From an optimization exercise on the open Yosys and OpenROAD flow, aimed at small area, a short achievable clock period and few clock cycles per item; shortcuts taken in it are not production practice.
Only simulation tests tie the RTL to the original design; equivalence was not proved.
Power is estimated from default activity; no workload was simulated.

==> inputs of job 5295 <==
==> flow/design.v (excerpt) <==
module section_beat_peak_picker #(
  parameter int SECTION_MAX = 128,
  parameter int SAMPLE_BITS = 16
) (
  input  logic                                   clk,
  input  logic                                   rst,
  input  logic                                   s_tvalid,
  output logic                                   s_tready,
  input  logic [((SAMPLE_BITS + 7) / 8) * 8-1:0] s_tdata,    
  output logic                                   m_tvalid,
  input  logic                                   m_tready,
  output logic [7:0]                             m_tdata,    
  output logic                                   m_tuser,    
  output logic                                   m_tlast,    
  input  logic                                   cfg_valid,
  output logic                                   cfg_ready,
  input  logic [sbpp_pkg::CFG_INDEX_W-1:0]       cfg_index,
  input  logic [sbpp_pkg::CFG_DATA_W-1:0]        cfg_data
);
export LEC_CHECK = 0
export CAP_MARGIN = 20
export CORE_MARGIN = 2
export CORE_UTILIZATION = 70
export SLEW_MARGIN = 20
create_clock -name core_clock -period 10.5 [get_ports {clk}]
standard.sh (not shown) runs the stock make flow with config.mk's settings and CLKGATE_MAP_FILE= SYNTH_SCRIPT=/design/flow/synth_recipe.tcl, a recipe that flattens the netlist after the stock synthesis.
==> flow/flow/run.sh <==
#!/bin/bash
set -euo pipefail
bash standard.sh SETUP_SLACK_MARGIN=6.5 finish > layout.log 2>&1
==> job 9648 (differences from job 5295) <==
--- a/flow/design.v
+++ b/flow/design.v
@@ -33,22 +33,20 @@
   output logic                                   cfg_ready,
   input  logic [sbpp_pkg::CFG_INDEX_W-1:0]       cfg_index,
   input  logic [sbpp_pkg::CFG_DATA_W-1:0]        cfg_data
 );
   logic               in_v;
   logic signed [15:0] in_x;
-  logic [14:0]        in_y;      
   logic               cf_v;
   logic [3:0]         cf_i;
   logic [9:0]         cf_d;
   logic               in_v_nx;
   assign in_v_nx   = s_tvalid && s_tready;
   assign cfg_ready = 1'b1;
   always_ff @(posedge clk) begin
     in_x <= s_tdata[15:0];
-    in_y <= s_tdata[14:0] ^ {15{s_tdata[15]}};
     cf_i <= cfg_index;
     cf_d <= cfg_data;
     if (rst) begin
       in_v <= 1'b0;
       cf_v <= 1'b0;
     end else begin
@@ -81,17 +79,15 @@
       end
       if (wr_fac) k_r <= cf_d;
     end
   end
   logic [7:0]         pos;
   logic signed [15:0] xa, xb;
-  logic [23:0]        s_sum;     
+  logic signed [23:0] s_sum;
   logic [31:0]        sq_s, sq_c;     
   logic               sq_v, sq_first, sq_last;
-  logic [30:0]        sq_t;           
-  logic               sq2_v, sq2_first;
   logic [37:0]        q_sum;
   logic [6:0]         wptr, rptr, sec_base;
   logic [22:0]        fifo0 [32];
   logic [22:0]        fifo1 [32];
   logic               pk_q;
   logic [5:0]         pk_addr;
@@ -115,13 +111,13 @@
   logic [31:0] pp [16];
   logic [31:0] l1 [11];
   logic [31:0] l2 [8];
   logic [31:0] l3 [6];
   logic [31:0] l4 [4];
   logic [31:0] l5 [3];
-  assign sq_y = in_y;
+  assign sq_y = in_x[14:0] ^ {15{in_x[15]}};
   always_comb begin
     for (int i = 0; i < 15; i++) begin
       pp[i] = '0;
       pp[i][2*i] = sq_y[i];
       for (int j = i + 1; j < 15; j++) pp[i][i+j+1] = sq_y[i] & sq_y[j];
     end
@@ -169,59 +165,62 @@
   always_ff @(posedge clk) begin
     if (rst) begin
       pos      <= 8'd0;
       wptr     <= 7'd0;
       sec_base <= 7'd0;
       sq_v     <= 1'b0;
-      sq2_v    <= 1'b0;
     end else begin
       pos  <= pos_nx;
       wptr <= wptr_nx;
       sq_v <= in_v;
-      sq2_v <= sq_v;
       if (sec_done) sec_base <= end_ptr;
     end
   end
   always_ff @(posedge clk) begin
     if (in_v) begin
       xa       <= xb;
       xb       <= in_x;
-      s_sum    <= (ld_first ? {1'b0, n_r, 15'd0} : s_sum) + 24'(in_x);
+      s_sum    <= (ld_first ? 24'sd0 : s_sum) + 24'(in_x);
       sq_s     <= x_sq_s;
       sq_c     <= x_sq_c;
       sq_first <= ld_first;
       sq_last  <= ld_last;
     end
     if (sq_v) begin
-      sq_t      <= 31'(sq_s + sq_c);
-      sq2_first <= sq_first;
-    end
-    if (sq2_v) begin
-      q_sum <= (sq2_first ? 38'd0 : q_sum) + 38'(sq_t);
+      q_sum <= (sq_first ? 38'd0 : q_sum) + 38'(sq_s) + 38'(sq_c);
     end
   end
   typedef enum logic [2:0] {
-    TA_IDLE, TA_M1, TA_V, TA_KV, TA_DONE
+    TA_IDLE, TA_CAP, TA_M1, TA_V1, TA_V2, TA_KV, TA_DONE
   } ta_t;
   ta_t                ta_st;
   logic [3:0]         ta_cnt;
+  logic signed [23:0] ta_s;
+  logic [7:0]         ta_n;
+  logic [9:0]         ta_k;
   logic [6:0]         ta_end;
   logic [37:0]        ta_q;
   logic [23:0]        ta_a;
   logic signed [25:0] aa_hi;
   logic [25:0]        aa_lo;
+  logic               aa_pb;
   logic signed [25:0] na_hi;
   logic [9:0]         na_lo;
+  logic               na_pb;
   logic [37:0]        nq_hi;
   logic [7:0]         nq_lo;
   logic [7:0]         nn_hi;
   logic [7:0]         nn_lo;
-  logic [44:0]        vv;         
-  logic [9:0]         kk_hi, kk_lo;   
+  logic [9:0]         kk_hi;
+  logic [9:0]         kk_lo;
+  logic signed [48:0] v1;
+  logic signed [32:0] v2;
+  logic [44:0]        vv;
   logic signed [46:0] kv_hi;
   logic [21:0]        kv_lo;
+  logic               kv_pb;
   logic               ta_take;    
   logic               ta_busy, ta_busy_nx;
   function automatic logic [2:0] booth(input logic [2:0] b);
     case (b)
       3'b001, 3'b010: booth = 3'b001;
       3'b011:         booth = 3'b010;
@@ -233,13 +232,16 @@
   logic [2:0]         aa_d, na_d, kv_d;
   logic [25:0]        aa_m, na_m;
   logic [46:0]        kv_m;
   logic signed [26:0] aa_s, na_s;
   logic signed [47:0] kv_s;
   logic [23:0]        a_new;
-  assign a_new = s_sum + 24'(in_x);
+  assign a_new = 24'(ta_s) + {1'b0, ta_n, 15'd0};
+  assign aa_d  = booth({aa_lo[1:0], aa_pb});
+  assign na_d  = booth({na_lo[1:0], na_pb});
+  assign kv_d  = booth({kv_lo[1:0], kv_pb});
   always_comb begin
     aa_m = aa_d[1] ? {1'b0, ta_a, 1'b0} : aa_d[0] ? {2'b0, ta_a} : 26'd0;
     na_m = na_d[1] ? {1'b0, ta_a, 1'b0} : na_d[0] ? {2'b0, ta_a} : 26'd0;
     kv_m = kv_d[1] ? {1'b0, vv, 1'b0}   : kv_d[0] ? {2'b0, vv}   : 47'd0;
     aa_s = 27'(aa_hi) + (aa_d[2] ? ~{1'b0, aa_m} : {1'b0, aa_m}) + 27'(aa_d[2]);
     na_s = 27'(na_hi) + (na_d[2] ? ~{1'b0, na_m} : {1'b0, na_m}) + 27'(na_d[2]);
@@ -248,153 +250,151 @@
   assign ta_busy    = (ta_st != TA_IDLE);
   assign ta_busy_nx = (ta_busy && !ta_take) || sec_done;
   logic [38:0] nq_s;
   logic [8:0]  nn_s;
   logic [10:0] kk_s;
   assign nq_s = {1'b0, nq_hi} + (nq_lo[0] ? {1'b0, ta_q} : 39'd0);
-  assign nn_s = {1'b0, nn_hi} + (nn_lo[0] ? {1'b0, n_r} : 9'd0);
-  assign vv    = 45'({nq_hi, nq_lo});
-  assign kk_hi = kv_lo[19:10];
-  assign kk_lo = kv_lo[9:0];
-  assign kk_s = {1'b0, kk_hi} + (kk_lo[0] ? {1'b0, k_r} : 11'd0);
+  assign nn_s = {1'b0, nn_hi} + (nn_lo[0] ? {1'b0, ta_n} : 9'd0);
+  assign kk_s = {1'b0, kk_hi} + (kk_lo[0] ? {1'b0, ta_k} : 11'd0);
   always_ff @(posedge clk) begin
     if (rst) begin
       ta_st <= TA_IDLE;
     end else begin
       case (ta_st)
-        TA_IDLE: if (sec_done) ta_st <= TA_M1;
-        TA_M1:   if (ta_cnt == 4'd12) ta_st <= TA_V;
-        TA_V:    ta_st <= TA_KV;
+        TA_IDLE: if (sec_done) ta_st <= TA_CAP;
+        TA_CAP:  ta_st <= TA_M1;
+        TA_M1:   if (ta_cnt == 4'd12) ta_st <= TA_V1;
+        TA_V1:   ta_st <= TA_V2;
+        TA_V2:   ta_st <= TA_KV;
         TA_KV:   if (ta_cnt == 4'd10) ta_st <= TA_DONE;
         TA_DONE: if (ta_take) ta_st <= TA_IDLE;
         default: ta_st <= TA_IDLE;
       endcase
     end
   end
   always_ff @(posedge clk) begin
     case (ta_st)
-      TA_IDLE: if (sec_done) begin
+      TA_IDLE: begin
+        ta_s   <= s_sum + 24'(in_x);
+        ta_n   <= n_r;
+        ta_k   <= k_r;
         ta_end <= end_ptr;
+      end
+      TA_CAP: begin
+        ta_q   <= q_sum + 38'(sq_s) + 38'(sq_c);
         ta_a   <= a_new;
         ta_cnt <= 4'd0;
         aa_hi  <= '0;
         aa_lo  <= {2'b00, a_new};
-        aa_d   <= booth({a_new[1:0], 1'b0});
+        aa_pb  <= 1'b0;
         na_hi  <= '0;
-        na_lo  <= {2'b00, n_r};
-        na_d   <= booth({n_r[1:0], 1'b0});
+        na_lo  <= {2'b00, ta_n};
+        na_pb  <= 1'b0;
         nq_hi  <= '0;
-        nq_lo  <= n_r;
+        nq_lo  <= ta_n;
         nn_hi  <= '0;
-        nn_lo  <= n_r;
-        kv_lo  <= {12'd0, k_r};
+        nn_lo  <= ta_n;
+        kk_hi  <= '0;
+        kk_lo  <= ta_k;
       end
       TA_M1: begin
         ta_cnt <= ta_cnt + 4'd1;
         {aa_hi, aa_lo} <= {aa_s[26], aa_s[26:2], aa_s[1:0], aa_lo[25:2]};
-        aa_d   <= booth({aa_lo[3:1]});
+        aa_pb  <= aa_lo[1];
         if (ta_cnt < 4'd5) begin
           {na_hi, na_lo} <= {na_s[26], na_s[26:2], na_s[1:0], na_lo[9:2]};
-          na_d  <= booth({na_lo[3:1]});
-        end
-        if (ta_cnt == 4'd2) ta_q <= q_sum;
-        if (ta_cnt >= 4'd3 && ta_cnt < 4'd11) begin
-          {nq_hi, nq_lo} <= {nq_s, nq_lo[7:1]};
+          na_pb <= na_lo[1];
         end
         if (ta_cnt < 4'd8) begin
+          {nq_hi, nq_lo} <= {nq_s, nq_lo[7:1]};
           {nn_hi, nn_lo} <= {nn_s, nn_lo[7:1]};
         end
-        if (ta_cnt == 4'd9) begin
-          {na_hi, na_lo} <= 36'($signed({2'b0, na_val}) - $signed({3'b0, nn_val[14:0], 14'd0}));
-        end
         if (ta_cnt < 4'd10) begin
-          kv_lo[19:0] <= {kk_s, kk_lo[9:1]};
+          {kk_hi, kk_lo} <= {kk_s, kk_lo[9:1]};
         end
       end
-      TA_V: begin
-        {nq_hi, nq_lo} <= 46'($signed({3'b0, nq_hi, nq_lo}) - $signed({1'b0, aa_val})
-                     + $signed({t_val, 16'd0}));
+      TA_V1: begin
+        v1 <= $signed({3'b0, nq_hi, nq_lo}) - $signed({1'b0, aa_hi[21:0], aa_lo});
+        v2 <= $signed({2'b0, na_val}) - $signed({3'b0, nn_val, 14'd0});
         ta_cnt <= 4'd0;
+      end
+      TA_V2: begin
+        vv    <= 45'(v1 + $signed({v2, 16'd0}));
         kv_hi <= '0;
-        kv_d  <= booth({kk_lo[1:0], 1'b0});
+        kv_lo <= {2'b00, kk_hi, kk_lo};
+        kv_pb <= 1'b0;
       end
       TA_KV: begin
         ta_cnt <= ta_cnt + 4'd1;
         {kv_hi, kv_lo} <= {kv_s[47], kv_s[47:2], kv_s[1:0], kv_lo[21:2]};
-        kv_d  <= booth({kv_lo[3:1]});
+        kv_pb <= kv_lo[1];
       end
       default: ;
     endcase
   end
   logic [48:0] w_val;     
   logic [47:0] aa_val;    
   logic [30:0] na_val;    
-  logic [32:0] t_val;     
   logic [15:0] nn_val;    
   assign w_val  = {kv_hi[42:0], kv_lo[21:16]};
   assign aa_val = {aa_hi[21:0], aa_lo};
   assign na_val = {na_hi[20:0], na_lo};
-  assign t_val  = {na_hi[22:0], na_lo};
   assign nn_val = {nn_hi, nn_lo};
-  typedef enum logic [1:0] {TB_IDLE, TB_INIT, TB_SRCH, TB_DONE} tb_t;
+  typedef enum logic [1:0] {TB_IDLE, TB_SRCH, TB_DONE} tb_t;
   tb_t                tb_st;
   logic [3:0]         tb_cnt;
   logic signed [49:0] sr_r;
-  logic signed [47:0] sr_x;     
-  logic [46:0]        sr_y;
+  logic signed [47:0] sr_x;
+  logic [44:0]        sr_y;
   logic [22:0]        sr_z;
   logic signed [24:0] sr_dm;
   logic [15:0]        sr_u;
   logic [6:0]         tb_end;
   logic               tb_take;    
   logic signed [24:0] sr_dc;
   logic signed [49:0] sr_rc;
   logic               sr_acc;
-  logic signed [47:0] sr_xa, sr_xb;
+  logic signed [47:0] sr_x2;
   assign ta_take = (ta_st == TA_DONE) && (tb_st == TB_IDLE);
   assign sr_dc   = sr_dm + $signed({2'b0, sr_z});
-  assign sr_rc   = sr_r + 50'(sr_x) + 50'(tb_st == TB_INIT);
+  assign sr_rc   = sr_r - 50'(sr_x) - $signed({5'b0, sr_y});
   assign sr_acc  = sr_dc[24] || !sr_rc[49];
-  assign sr_xa   = (sr_x >>> 1) + $signed({3'b0, sr_y[46:2]});
-  assign sr_xb   = ((sr_x >>> 1) - $signed({1'b0, sr_y})) + $signed({3'b0, sr_y[46:2]});
+  assign sr_x2   = sr_x + $signed({2'b0, sr_y, 1'b0});
   always_ff @(posedge clk) begin
     if (rst) begin
       tb_st <= TB_IDLE;
     end else begin
       case (tb_st)
-        TB_IDLE: if (ta_take) tb_st <= TB_INIT;
-        TB_INIT: tb_st <= TB_SRCH;
+        TB_IDLE: if (ta_take) tb_st <= TB_SRCH;
         TB_SRCH: if (tb_cnt == 4'd15) tb_st <= TB_DONE;
         TB_DONE: if (tb_take) tb_st <= TB_IDLE;
         default: tb_st <= TB_IDLE;
       endcase
     end
   end
   always_ff @(posedge clk) begin
     case (tb_st)
       TB_IDLE: begin
-        sr_r   <= $signed({1'b0, w_val});
-        sr_x   <= ~$signed({1'b0, aa_val[46:0]});
+        sr_r   <= $signed({1'b0, w_val}) - $signed({2'b0, aa_val});
+        sr_x   <= -$signed({1'b0, na_val, 16'd0});
+        sr_y   <= {nn_val[14:0], 30'd0};
+        sr_z   <= {ta_n, 15'd0};
         sr_dm  <= ~$signed({1'b0, ta_a});
         tb_end <= ta_end;
         tb_cnt <= 4'd0;
       end
-      TB_INIT: begin
-        sr_r   <= sr_rc;
-        sr_x   <= 48'($signed({t_val, 16'd0}));
-        sr_y   <= {2'b0, nn_val[14:0], 30'd0};
-        sr_z   <= {n_r, 15'd0};
-      end
       TB_SRCH: begin
         tb_cnt <= tb_cnt + 4'd1;
         sr_u   <= {sr_u[14:0], sr_acc};
         if (sr_acc) begin
           sr_dm <= sr_dc;
           sr_r  <= sr_rc;
+          sr_x  <= sr_x2 >>> 1;
+        end else begin
+          sr_x  <= sr_x >>> 1;
         end
-        sr_x <= sr_acc ? sr_xb : sr_xa;
         sr_y <= sr_y >> 2;
         sr_z <= sr_z >> 1;
       end
       default: ;
     endcase
   end
@@ -407,12 +407,13 @@
   logic [4:0]         row0, row1;
   logic [6:0]         rptr_nx;
   logic [22:0]        rd0, rd1, rda, rdb;
   logic               p_v0, p_v1, p_cls, p_half;
   logic signed [15:0] p_val0, p_val1;
   logic [6:0]         p_off0, p_off1;
+  logic signed [15:0] p_tx;
   logic               pend_v;
   logic [6:0]         pend_off;
   logic               h0, h1, need2;
   logic               emit, emit_last;
   logic [6:0]         emit_off;
   assign adv     = !m_tvalid || m_tready;
@@ -423,14 +424,14 @@
   assign is_cls  = sc_act && (rptr == sc_end);
   assign rd0     = fifo0[row0];
   assign rd1     = fifo1[row1];
   assign rptr_nx = !is_ent ? rptr : is_two ? rptr + 7'd2 : rptr1;
   assign rda     = rptr[0] ? rd1 : rd0;
   assign rdb     = rptr[0] ? rd0 : rd1;
-  assign h0    = p_v0 && !p_half && (p_val0 > sc_tx);
-  assign h1    = p_v1 && (p_val1 > sc_tx);
+  assign h0    = p_v0 && !p_half && (p_val0 > p_tx);
+  assign h1    = p_v1 && (p_val1 > p_tx);
   assign need2 = h0 && h1 && pend_v;
   assign go    = adv && !need2;
   always_comb begin
     emit      = 1'b0;
     emit_last = 1'b0;
     emit_off  = pend_off;
@@ -495,12 +496,13 @@
   always_ff @(posedge clk) begin
     if (go) begin
       p_val0 <= rda[22:7];
       p_off0 <= rda[6:0];
       p_val1 <= rdb[22:7];
       p_off1 <= rdb[6:0];
+      p_tx   <= sc_tx;
     end
   end
   logic [6:0] fill;
   logic       room, hold_last;
   assign fill      = wptr - rptr;
   assign room      = (fill < 7'd63) || (rptr == sec_base);
Settings changed: CORE_UTILIZATION 70 to 40.
==> job 3311 (differences from job 5295) <==
--- a/flow/design.v
+++ b/flow/design.v
@@ -352,13 +352,13 @@
   logic signed [47:0] sr_xa, sr_xb;
   assign ta_take = (ta_st == TA_DONE) && (tb_st == TB_IDLE);
   assign sr_dc   = sr_dm + $signed({2'b0, sr_z});
   assign sr_rc   = sr_r + 50'(sr_x) + 50'(tb_st == TB_INIT);
   assign sr_acc  = sr_dc[24] || !sr_rc[49];
   assign sr_xa   = (sr_x >>> 1) + $signed({3'b0, sr_y[46:2]});
-  assign sr_xb   = ((sr_x >>> 1) - $signed({1'b0, sr_y})) + $signed({3'b0, sr_y[46:2]});
+  assign sr_xb   = (sr_x >>> 1) + $signed({3'b0, sr_y[46:2]}) - $signed({1'b0, sr_y});
   always_ff @(posedge clk) begin
     if (rst) begin
       tb_st <= TB_IDLE;
     end else begin
       case (tb_st)
         TB_IDLE: if (ta_take) tb_st <= TB_INIT;
Settings changed: CORE_UTILIZATION 70 to 60.
==> run notes <==
Job 9648 produced a clean layout. Job 5295 finished with timing, DRC and antenna clean. Job 3311 finished clean.
The highest non-clock buffer count belongs to job 5295, the lowest to job 3311.
Worst hold slack: job 9648 is lower than job 3311 (0.052 ns).
Between job 3311 and job 9648, the lower flip-flop and latch count is in job 3311 (gap 144).
Sequential power is about the same in job 3311 and job 9648.
Clock power is about the same in job 3311 and job 5295.
Core utilization: job 9648 < job 3311 < job 5295.
The lowest synthesized area belongs to job 3311, the highest to job 9648.
==> figures <==
metric                                                                   job 5295        job 3311        job 9648
Fraction of synthesized cell area taken by the top area cell type           0.541           0.549           0.551
Max Root-Sink Buffers                                                           3               4               4
Clock network power share                                                   0.319           0.318           0.412
Antenna violations before repair                                               31               9              26
GR Util met1                                                                0.568           0.424           0.291
Wire length per cell                                                      34.4 µm         28.0 µm         24.7 µm
Largest stage delay on the critical path                                  0.88 ns         0.40 ns         0.53 ns
Met3 track demand over resource in global routing                           0.124          0.0416          0.0265
Clock Buffer Count                                                            291             351             373
Minimum setup slack in the final design                                   6.03 ns         4.57 ns         6.23 ns
R2R Setup Slk                                                             6.03 ns         4.57 ns         6.23 ns
Initial Utilization                                                         0.703           0.603           0.402
Run status                                                         finished clean  finished clean  finished clean
Postcts setup bufs                                                            145             170             196
HP Start                                                                    xb[3]           xb[7]          xb[12]
Testbench counts of job 5295, summed over its fixed seeds: cycles 18,343, sections 192.
Testbench counts of job 9648, summed over its fixed seeds: cycles 18,446, sections 192.
Testbench counts of job 3311, summed over its fixed seeds: cycles 18,343, sections 192.

## static timing again, ports no longer ideal
The results above use ideal ports. As a check the final layouts listed here were re-extracted and re-timed, cells and wires unchanged.
Step 1: set_driving_cell puts a clkbuf_16 on clk and a buf_2 on each other input, an assumption about the parent block.
Step 2 also shifts input and output timing later by t, the mid clock arrival at the registers, as if the neighbouring blocks saw the same clock.
a / b / c = no drivers / after step 1 / after step 2; a / b = the first two.
run	shift t [ns]	setup WS [ns]	pins driven straight from the clock port
job 5295	1.069	6.032 / 6.032 / 5.833	1
job 9648	0.986	6.226 / 6.226 / 5.898	1
job 3311	0.987	4.570 / 4.570 / 4.570	1
After both steps setup and hold are still met in every run listed. For job 9648, which loses most, drivers alone change the setup slack by 0.000 ns; drivers and shift together by -0.328 ns.
